Source: an optimization exercise on an open RTL-to-GDS flow (aim: small area). Production flows keep margins and buffers that such runs may drop.
Function was checked by simulation only, so behaviour that the tests miss may differ from the original.
No activity file was given, so power comes from the tool's default toggle rates.

==> flow/design.v <==
package rv32_pkg;
    localparam int XLEN      = 32;
    localparam int REG_COUNT = 32;
    localparam int IDX_W     = $clog2(REG_COUNT);
    typedef logic [IDX_W-1:0] reg_idx_t;
    typedef logic [XLEN-1:0]  xlen_t;
    localparam reg_idx_t REG_ZERO = '0;
endpackage
module reg_scoreboard #(
    parameter bit BYPASS_EN = 1'b1
) (
    input  logic                 clk,
    input  logic                 rst_n,
    input  logic                 issue_valid_i,
    input  logic                 issue_rd_en_i,
    input  logic [rv32_pkg::IDX_W-1:0]             issue_rd_index_i,
    input  logic                 issue_rs1_used_i,
    input  logic                 issue_rs2_used_i,
    input  logic [rv32_pkg::IDX_W-1:0]             rs1_index_i,
    input  logic [rv32_pkg::IDX_W-1:0]             rs2_index_i,
    input  logic                 wb_en_i,
    input  logic [rv32_pkg::IDX_W-1:0]             wb_index_i,
    output logic                 hazard_o,
    output logic [rv32_pkg::REG_COUNT-1:0] busy_o
);
    logic [rv32_pkg::REG_COUNT-1:0] busy_q;
    logic [rv32_pkg::REG_COUNT-1:0] busy_d;
    logic [rv32_pkg::REG_COUNT-1:0] set_vec;
    logic [rv32_pkg::REG_COUNT-1:0] clr_vec;
    logic                 rs1_pend;
    logic                 rs2_pend;
    always_comb begin
        rs1_pend = busy_q[rs1_index_i] & ~(BYPASS_EN & wb_en_i & (wb_index_i == rs1_index_i));
        rs2_pend = busy_q[rs2_index_i] & ~(BYPASS_EN & wb_en_i & (wb_index_i == rs2_index_i));
        hazard_o = issue_valid_i & ((issue_rs1_used_i & rs1_pend) | (issue_rs2_used_i & rs2_pend));
    end
    for (genvar gi = 0; gi < rv32_pkg::REG_COUNT; gi++) begin : g_busy
        if (gi == 0) begin : g_zero
            assign set_vec[gi] = 1'b0;
        end else begin : g_reg
            assign set_vec[gi] = issue_valid_i & issue_rd_en_i & ~hazard_o
                               & (issue_rd_index_i == rv32_pkg::IDX_W'(gi));
        end
        assign clr_vec[gi] = wb_en_i & (wb_index_i == rv32_pkg::IDX_W'(gi));
        assign busy_d[gi]  = set_vec[gi] ? 1'b1 : (clr_vec[gi] ? 1'b0 : busy_q[gi]);
    end
    always_ff @(posedge clk or negedge rst_n) begin
        if (!rst_n) begin
            busy_q <= '0;
        end else begin
            busy_q <= busy_d;
        end
    end
    assign busy_o = busy_q;
endmodule
module register_file_scoreboard #(
    parameter bit BYPASS_EN = 1'b1
) (
    input  logic                 clk,
    input  logic                 rst_n,
    input  logic [rv32_pkg::IDX_W-1:0]             rs1_read_index,
    output logic [rv32_pkg::XLEN-1:0]                rs1_read_data,
    input  logic [rv32_pkg::IDX_W-1:0]             rs2_read_index,
    output logic [rv32_pkg::XLEN-1:0]                rs2_read_data,
    input  logic                 rd_write_en,
    input  logic [rv32_pkg::IDX_W-1:0]             rd_write_index,
    input  logic [rv32_pkg::XLEN-1:0]                rd_write_data,
    input  logic                 issue_valid,
    input  logic                 issue_rd_en,
    input  logic [rv32_pkg::IDX_W-1:0]             issue_rd_index,
    input  logic                 issue_rs1_used,
    input  logic                 issue_rs2_used,
    output logic                 hazard,
    output logic [rv32_pkg::REG_COUNT-1:0] busy_vector
);
    logic [rv32_pkg::XLEN-1:0] regs_q [rv32_pkg::REG_COUNT];
    function automatic logic [rv32_pkg::XLEN-1:0] read_port(input logic [rv32_pkg::IDX_W-1:0] idx, input logic [rv32_pkg::XLEN-1:0] stored,
                                        input logic we, input logic [rv32_pkg::IDX_W-1:0] wi, input logic [rv32_pkg::XLEN-1:0] wd);
        logic [rv32_pkg::XLEN-1:0] value;
        if (idx == rv32_pkg::REG_ZERO) begin
            value = '0;
        end else if (BYPASS_EN && we && (wi == idx)) begin
            value = wd;
        end else begin
            value = stored;
        end
        read_port = value;
    endfunction
    always_ff @(posedge clk or negedge rst_n) begin
        if (!rst_n) begin
            for (int i = 0; i < rv32_pkg::REG_COUNT; i++) begin
                regs_q[i] <= '0;
            end
        end else if (rd_write_en && (rd_write_index != rv32_pkg::REG_ZERO)) begin
            regs_q[rd_write_index] <= rd_write_data;
        end
    end
    always_comb begin
        rs1_read_data = read_port(rs1_read_index, regs_q[rs1_read_index],
                                  rd_write_en, rd_write_index, rd_write_data);
        rs2_read_data = read_port(rs2_read_index, regs_q[rs2_read_index],
                                  rd_write_en, rd_write_index, rd_write_data);
    end
    reg_scoreboard #(.BYPASS_EN(BYPASS_EN)) u_scoreboard (
        .clk              (clk),
        .rst_n            (rst_n),
        .issue_valid_i    (issue_valid),
        .issue_rd_en_i    (issue_rd_en),
        .issue_rd_index_i (issue_rd_index),
        .issue_rs1_used_i (issue_rs1_used),
        .issue_rs2_used_i (issue_rs2_used),
        .rs1_index_i      (rs1_read_index),
        .rs2_index_i      (rs2_read_index),
        .wb_en_i          (rd_write_en),
        .wb_index_i       (rd_write_index),
        .hazard_o         (hazard),
        .busy_o           (busy_vector)
    );
endmodule
==> flow/run.sh <==
#!/bin/bash
# synth_recipe.tcl (not shown) runs the flow's synth.tcl, then flattens the netlist and writes it again
# the make line also repeats each setting of config.mk as NAME=value (left out here)
make -C /OpenROAD-flow-scripts/flow DESIGN_CONFIG=/design/flow/config.mk WORK_HOME=/design/flow/orfs CLKGATE_MAP_FILE= SYNTH_SCRIPT=/design/flow/synth_recipe.tcl finish
==> flow/config.mk <==
export PLATFORM = sky130hd
export DESIGN_NAME = register_file_scoreboard
export DESIGN_NICKNAME = register_file_scoreboard
export VERILOG_FILES = /design/flow/design.v
export SDC_FILE = /design/flow/constraint.sdc
export NUM_CORES = 4
export LEC_CHECK = 0
export CAP_MARGIN = 20
export CORE_MARGIN = 2
export CORE_UTILIZATION = 40
export PLACE_DENSITY = 0.6
export SETUP_SLACK_MARGIN = 0.2
export SLEW_MARGIN = 20
==> flow/constraint.sdc <==
create_clock -name core_clock -period 8.0 [get_ports {clk}]
set_input_delay 1.6000 -clock core_clock [delete_from_list [all_inputs] [get_ports {clk}]]
set_output_delay 1.6000 -clock core_clock [all_outputs]
set_load 0.01 [all_outputs]
==> results.txt, run 1 <==
root buffer cell=clkbuf_16; Initial Util=40.4%; Tot GR Track Use=41.1%; post-synth cell types=80; WL final=283 mm; Final setup viols=0; Post-route DRC=0; Worst Setup Start Kind=input pin; Vias/cell=7.48; endpoints failing hold=0; leakage power total=26.2 nW; sequential fraction of the synthesis area=48.8%; clock latency on the worst-skew pair=0.80 ns; area delta synth->final=15.8%; number of routed nets with antenna violations=0; skew final=0.0215 ns; Final Cycle Share=95.9%; Max IR drop VDD=0.000199 V; Final min period=7.67 ns; sequential cell area=25600 µm²; num rows=132; hold_buf cts=0; Die ar.=134000 µm²; Post-synth EDFFs=0; WHS Path Cells=1; worst slew pin tran=1.33 ns; syn_area_per_cell=11.6 µm²; vias in the first global route=46074; Iter 0 DRT Violations=9869; Overflow after GRT=0; PortBufs=154; Worst Hold Launch=regs_q[1][5]; worst-path fanout max=12; die span in x=366 µm; initial antenna violation count=21; CTS tree=done; Die Y=366 µm; r2r worst-path depth=6; fin nets=4680; area leader, netlist=dfrtp_1; RSZ-0062 raised after global routing=no; PwrDens=247 nW/µm²; multi-input logic area=25300 µm²; top_reg_cell synth=dfrtp_1; CTS buffer count=110; worst reg2reg path startpoint=u_scoreboard.busy_q[23]; MaxCap Viol Count=0; post_cts resized=0; synth top area cells=dfrtp_1 49%, mux2_2 21%, a22oi_1 11%; Mapped Area=52500 µm²; post-CTS setup buffer count=0; CTS clk-pin slew, worst paths=0.06 ns; CP arrival=6.07 ns; Num Clock Sinks=1023; Setup TNS=0 ns; GP Congestion=1.03; Worst Path Required=6.40 ns; synthesized flop and latch total=1023; Slew Viols, Final=0; yosys warns=3; largest net degree at the start of global routing=168; crit path from=rs1_read_index[1]; Finished Core Util=46.8%; vias=48356; share of layout cells above drive strength 1=34.2%; post-synth top area share=48.8%; worst hold endpoint=regs_q[1][5]; syn nets=4595; HPWL after DPL=177 mm; Setup Crit Path Kind=input pin to primary output; Clock H-tree levels=3; crit end category=primary output; FILL cells=12001; I/O Pins=156; fmax=130 MHz; Critical R2R Capture=u_scoreboard.busy_q[1]; first-pass GRT wire length=387 mm; drt pass-1 iters=10; Clock Tree Buf Depth=3; run status=no timing/DRC/antenna violations; WL/cell=43.8 µm; reg2reg setup slack=5.37 ns; ys async rst share=100%; non-filler cells, final=6469; Hold WC Path Type=flip-flop to flip-flop; Synth Instances=4536; Placed Cells=6249; CORE AREA=130000 µm²; Slew HR=11.0%
## power by group
part	switching, mW	internal, mW	leakage (nW)	total, mW
logic	1.18	1.22	11.3	2.40
registers	1.09	6.19	13.1	7.28
clock network	2.34	2.99	1.80	5.33
## Yosys cell counts, drive strengths merged (19+ instances only)
cell,n
o21ai,86
nand2,232
nand3,89
and3,67
a221oi,25
clkbuf,216
a2111oi,19
a22o,30
nor3,69
inv,24
buf,241
a21oi,98
a222oi,34
nor4,30
a22oi,770
dfrtp,1023
nand4,95
a21o,23
nor2,112
mux2,1001
## state kept, by name, indices dropped and copies added, names as in the netlist
name and cells:
u_scoreboard.busy_q 31, regs_q 992
## layout make-up
type,count,area share (%)
antenna,14,0.0576
clock buffer,153,5.07
clock inverter,51,0.957
inverter,25,0.154
multi-input combinational,3031,41.6
sequential,1023,42.1
tap,1742,3.59
timing repair buffer,430,6.49
## critical path: stages
cell	delay, ns
clkdlybuf4s50_1	0.97
buf_4	0.34
or2_1	0.60
nor2_4	0.30
buf_4	0.29
a22oi_1	0.23
nand3_1	0.18
nor4_1	0.42
buf_4	0.21
a2bb2oi_1	0.33
nor2_1	0.08
clkdlybuf4s50_1	0.49
## worst max path at each step
stage / end / depth (start not counted)
after CTS: rs1_read_data[11] / 12
after global placement: rs2_read_data[21] / 9
final: rs1_read_data[11] / 12
after floorplan: rs2_read_data[2] / 10
after detailed placement: rs1_read_data[11] / 12
after global routing: rs1_read_data[12] / 10
## per-layer routing
metal	up-vias	wire length, µm	track usage [%]
li1	17604	-	-
met1	24430	102000	52.2
met2	4767	112000	56.2
met3	1527	43300	17.3
met4	28	25700	28.6
met5	-	206	0
## per-stage QoR
stage	cell area [µm²]	power [mW]	setup WS [ns]	hold slack (ns)
6_report	60800	15.0	0.325	0.520
5_1_grt	60700	15.4	0.341	0.542
4_1_cts	60700	14.8	0.511	0.520
3_5_place_dp	57100	9.60	0.531	0.508
3_3_place_gp	57000	9.55	0.544	0.502
2_1_floorplan	52500	8.29	3.04	0.485
## kinds of logic after synthesis
family                    Yosys count  share of synthesized area [%]
AOI/OAI and AO/OA                1175                           16.4
xor gates and xnor gates           10                          0.167
buffers and inverters             482                           4.10
DFF                              1023                           48.8
muxes                            1029                           22.3
other                               1                        0.00715
and+or+nand+nor                   816                           8.20
## layout by cell type (no fill, tap or decap), types with 25 or more instances in the layout
| master | Yosys | routed |
|---|---|---|
| clkbuf_1 | 216 | 26 |
| a22oi_1 | 770 | 770 |
| nand4_1 | 95 | 95 |
| and3_1 | 66 | 60 |
| buf_4 | 11 | 245 |
| nor4_1 | 28 | 27 |
| a22o_1 | 30 | 30 |
| nand3_1 | 89 | 87 |
| a21oi_1 | 98 | 98 |
| a222oi_1 | 34 | 34 |
| nor2_1 | 101 | 54 |
| clkbuf_16 | 0 | 110 |
| buf_12 | 0 | 27 |
| nor2_4 | 0 | 56 |
| nor3_1 | 61 | 54 |
| mux2_2 | 1001 | 1001 |
| dfrtp_1 | 1023 | 1023 |
| o21ai_0 | 68 | 68 |
| a221oi_1 | 25 | 25 |
| nand2_1 | 229 | 218 |
| clkdlybuf4s50_1 | 0 | 138 |
==> run 2, diff against run 1 <==
--- a/flow/design.v
+++ b/flow/design.v
@@ -55,2 +55,16 @@
 endmodule
+module rf_read_bit (
+    input  logic [31:0] sel,
+    input  logic [31:0] d,
+    output logic        y
+);
+    logic [10:0] g;
+    always_comb begin
+        for (int k = 0; k < 10; k++) begin
+            g[k] = (sel[3*k] & d[3*k]) | (sel[3*k+1] & d[3*k+1]) | (sel[3*k+2] & d[3*k+2]);
+        end
+        g[10] = (sel[30] & d[30]) | (sel[31] & d[31]);
+    end
+    assign y = (g[0] | g[1] | g[2] | g[3]) | (g[4] | g[5] | g[6] | g[7]) | (g[8] | g[9] | g[10]);
+endmodule
 module register_file_scoreboard #(
@@ -75,29 +89,53 @@
 );
-    logic [rv32_pkg::XLEN-1:0] regs_q [rv32_pkg::REG_COUNT];
-    function automatic logic [rv32_pkg::XLEN-1:0] read_port(input logic [rv32_pkg::IDX_W-1:0] idx, input logic [rv32_pkg::XLEN-1:0] stored,
-                                        input logic we, input logic [rv32_pkg::IDX_W-1:0] wi, input logic [rv32_pkg::XLEN-1:0] wd);
-        logic [rv32_pkg::XLEN-1:0] value;
-        if (idx == rv32_pkg::REG_ZERO) begin
-            value = '0;
-        end else if (BYPASS_EN && we && (wi == idx)) begin
-            value = wd;
-        end else begin
-            value = stored;
+    localparam int N = rv32_pkg::REG_COUNT;
+    localparam int W = rv32_pkg::XLEN;
+    logic [W-1:0] regs_q [1:N-1];
+    logic [N-1:0] valid_q;
+    logic [N-1:0] wr_dec;
+    always_comb begin
+        wr_dec = '0;
+        for (int i = 1; i < N; i++) begin
+            wr_dec[i] = rd_write_en && (rd_write_index == rv32_pkg::IDX_W'(i));
         end
-        read_port = value;
-    endfunction
+    end
     always_ff @(posedge clk or negedge rst_n) begin
         if (!rst_n) begin
-            for (int i = 0; i < rv32_pkg::REG_COUNT; i++) begin
-                regs_q[i] <= '0;
-            end
-        end else if (rd_write_en && (rd_write_index != rv32_pkg::REG_ZERO)) begin
-            regs_q[rd_write_index] <= rd_write_data;
+            valid_q <= '0;
+        end else begin
+            valid_q <= valid_q | wr_dec;
         end
     end
+    for (genvar gi = 1; gi < N; gi++) begin : g_regs
+        always_ff @(posedge clk) begin
+            if (wr_dec[gi]) begin
+                regs_q[gi] <= rd_write_data;
+            end
+        end
+    end
+    logic [N-1:0] sel1, sel2;
+    logic         byp1, byp2;
     always_comb begin
-        rs1_read_data = read_port(rs1_read_index, regs_q[rs1_read_index],
-                                  rd_write_en, rd_write_index, rd_write_data);
-        rs2_read_data = read_port(rs2_read_index, regs_q[rs2_read_index],
-                                  rd_write_en, rd_write_index, rd_write_data);
+        byp1 = BYPASS_EN && rd_write_en && (rd_write_index == rs1_read_index)
+               && (rs1_read_index != rv32_pkg::REG_ZERO);
+        byp2 = BYPASS_EN && rd_write_en && (rd_write_index == rs2_read_index)
+               && (rs2_read_index != rv32_pkg::REG_ZERO);
+        sel1 = '0;
+        sel2 = '0;
+        sel1[0] = byp1;
+        sel2[0] = byp2;
+        for (int i = 1; i < N; i++) begin
+            sel1[i] = !byp1 && valid_q[i] && (rs1_read_index == rv32_pkg::IDX_W'(i));
+            sel2[i] = !byp2 && valid_q[i] && (rs2_read_index == rv32_pkg::IDX_W'(i));
+        end
+    end
+    for (genvar b = 0; b < W; b++) begin : g_rd
+        logic [N-1:0] col;
+        always_comb begin
+            col[0] = rd_write_data[b];
+            for (int i = 1; i < N; i++) begin
+                col[i] = regs_q[i][b];
+            end
+        end
+        rf_read_bit u_rd1 (.sel(sel1), .d(col), .y(rs1_read_data[b]));
+        rf_read_bit u_rd2 (.sel(sel2), .d(col), .y(rs2_read_data[b]));
     end
--- a/flow/config.mk
+++ b/flow/config.mk
@@ -13 +13,2 @@
 export SLEW_MARGIN = 20
+export SYNTH_HIERARCHICAL = 1
==> run 2 against run 1 <==
- still clean on timing, DRC and antenna
- wire length is 41% lower
- cell count is 26% lower
- hold slack worse by 0.024 ns
- sequential power is 14% lower
- critical endpoint is now rs2_read_data[3]
==> results.txt, run 2 <==
syn nets=2895; share of layout cells above drive strength 1=16.0%; Clock Tree Buf Depth=3; fin nets=3276; Slew HR=18.3%; post_cts resized=0; Mapped Area=44300 µm²; worst slew pin tran=1.23 ns; initial antenna violation count=7; Tot GR Track Use=29.1%; Place WS=0.820 ns; Max IR drop VDD=0.000190 V; most common cell in the netlist=edfxtp_1; max reg flops=992; run status=no timing/DRC/antenna violations; skew final=0.0332 ns; I/O Pins=156; leakage power total=16.0 nW; Setup Crit Path Kind=input pin to primary output; CTS buffer count=109; ys async rst share=5.88%; Synth Instances=2836; Overflow after GRT=0; post-CTS setup buffer count=0; WHS Path Cells=1; top_reg_cell synth=edfxtp_1; commonest non-fill, non-tap cell in the layout=edfxtp_1; biggest registers after layout=regs_q (992), u_scoreboard.busy_q (31), valid_q (31); Final Cycle Share=91.3%; synthesized flop and latch total=1054; Power Total=12.1 mW; CP arrival=5.70 ns; non-filler cells, final=4795; number of routed nets with antenna violations=0; sequential fraction of the synthesis area=70.8%; Post-synth EDFFs=992; Worst Path Required=6.40 ns; Final setup viols=0; Worst Setup Start Kind=input pin; Final min period=7.30 ns; PortBufs=154; Die Y=337 µm; worst-path fanout max=21; PwrDens=230 nW/µm²; most frequent cells in the layout=992 x edfxtp_1, 961 x a22oi_1, 263 x nand4_1, 154 x buf_4, 147 x clkdlybuf4s50_1; synth top area cells=edfxtp_1 67%, a22oi_1 16%, nand4_1 3.7%; yosys warns=10; CORE AREA=110000 µm²; most flop-heavy register=regs_q; CTS clk-pin slew, worst paths=0.05 ns; clock latency on the worst-skew pair=0.68 ns; Iter 0 DRT Violations=5416; Die ar.=113000 µm²; CTS tree=done; first-pass GRT wire length=236 mm; Slew Viols, Final=0; GP Congestion=0.909; r2r worst-path depth=7; crit end category=primary output; syn_area_per_cell=15.6 µm²; endpoints failing hold=0; RSZ-0062 raised after global routing=no; Initial Util=40.2%; Setup TNS=0 ns; hold_buf cts=0; synth cell count leaders=992 x edfxtp_1, 961 x a22oi_1, 263 x nand4_1; HPWL after DPL=97.1 mm; Num Clock Sinks=1054; vias=33614; post-synth cell types=51; drt pass-1 iters=6; area leader, netlist=edfxtp_1; fmax=137 MHz; Vias/cell=7.01; vias in the first global route=33793; WL/cell=35.1 µm; die span in x=337 µm; Post-route DRC=0; WL final=168 mm; Placed Cells=4594; MaxCap Viol Count=0; largest net degree at the start of global routing=63; num rows=122; root buffer cell=clkbuf_16; Hold WC Path Type=flip-flop to flip-flop; Clock H-tree levels=3; worst setup margin=0.699 ns; area delta synth->final=18.8%; post-synth top area share=67.3%
==> run 2: metal layers <==
metal / track usage, % / up-vias / wire (µm)
li1: - / 13402 / -
met1: 37.9 / 16833 / 60700
met2: 44.8 / 2777 / 75200
met3: 7.95 / 592 / 22500
met4: 15.2 / 10 / 9680
met5: 0 / - / 79
==> run 2: cell families after synthesis <==
group / count (synthesis) / synth area share [%]
buf+inv: 44 / 0.554
other cells: 1 / 0.00847
simple gates: 596 / 8.17
compound gates: 1101 / 19.3
mux: 22 / 0.842
flops: 1054 / 70.8
xor+xnor: 18 / 0.356
==> run 2: power by group <==
| part | internal, mW | total [mW] | switching (mW) |
|---|---|---|---|
| Sequential | 6.16 | 6.26 | 0.101 |
| Clock | 2.79 | 4.93 | 2.14 |
| Combinational | 0.381 | 0.935 | 0.554 |
| Total | 9.33 | 12.1 | 2.79 |
==> run 2: per-module statistics from Yosys, one instance, submodules excluded, a selection <==
module | flops+latches | times used | cells inside
rf_read_bit | 0 | 64 | 21
register_file_scoreboard | 1023 | 1 | 1285
==> run 2: cell type report <==
| type | count | area [µm²] |
|---|---|---|
| diodes | 2 | 5.00 |
| multi-input cells | 1738 | 13300 |
| flip-flops and latches | 1054 | 31300 |
| well taps | 1488 | 1860 |
| repair buffers | 309 | 2680 |
| clock inverters | 61 | 548 |
| fillers | 9388 | 57600 |
| clock buffers | 138 | 2900 |
| inverters | 5 | 18.8 |
==> run 2: path summary, 6_finish.rpt <==
kind                                          from                      end  slack, ns
setup / recovery                 rd_write_index[2]         rs2_read_data[3]       0.70
hold / removal                         valid_q[18]              valid_q[18]       0.50
setup reg to reg           u_scoreboard.busy_q[15]  u_scoreboard.busy_q[21]       5.70
hold reg to reg                        valid_q[18]              valid_q[18]       0.50
max in group asynchronous                    rst_n  u_scoreboard.busy_q[21]       6.27
min in group asynchronous                    rst_n   u_scoreboard.busy_q[5]       1.10
==> run 2: per-stage QoR <==
step	hold WS (ns)	area, µm²	utilization (%)
5_1_grt	0.512	52600	47.8
3_5_place_dp	0.475	49200	44.7
4_1_cts	0.488	52700	47.8
3_3_place_gp	0.467	49200	44.7
6_report	0.496	52600	47.8
2_1_floorplan	0.454	44300	-
==> run 2: worst max-delay path, cell delays in order <==
cell,delay (ns)
clkdlybuf4s50_1,0.45
xor2_1,0.19
nor3_2,0.32
nand3_1,0.47
and4_2,0.78
buf_4,0.39
a22oi_2,0.17
nand4_1,0.14
or4_1,0.64
clkdlybuf4s50_1,0.52

## port drivers added, routing unchanged
The results above use ideal ports. As a check the final layouts listed here were re-extracted and re-timed, cells and wires unchanged.
Step 1, drivers: a clkbuf_16 drives clk and a buf_2 each remaining input, both assumed.
Step 2 times the ports against the registers' clock, not the clock port: input delays grow and output delays shrink by t, the midpoint of the rising clock arrivals with the driver on.
Slacks: no drivers / after step 1 / after step 2; pairs: no drivers / after step 1.
run	shift t [ns]	setup WS [ns]	worst setup path at the end	worst data-port slew with drivers (ns)
run 1	0.870	0.325 / 0.298 / 0.298	input to output	0.19
run 2	0.747	0.699 / 0.675 / 0.675	input to output	0.07
After both steps every run listed still meets setup and hold. The setup slack of run 1, which loses most, moves by -0.027 ns with the drivers and by -0.027 ns with both steps.
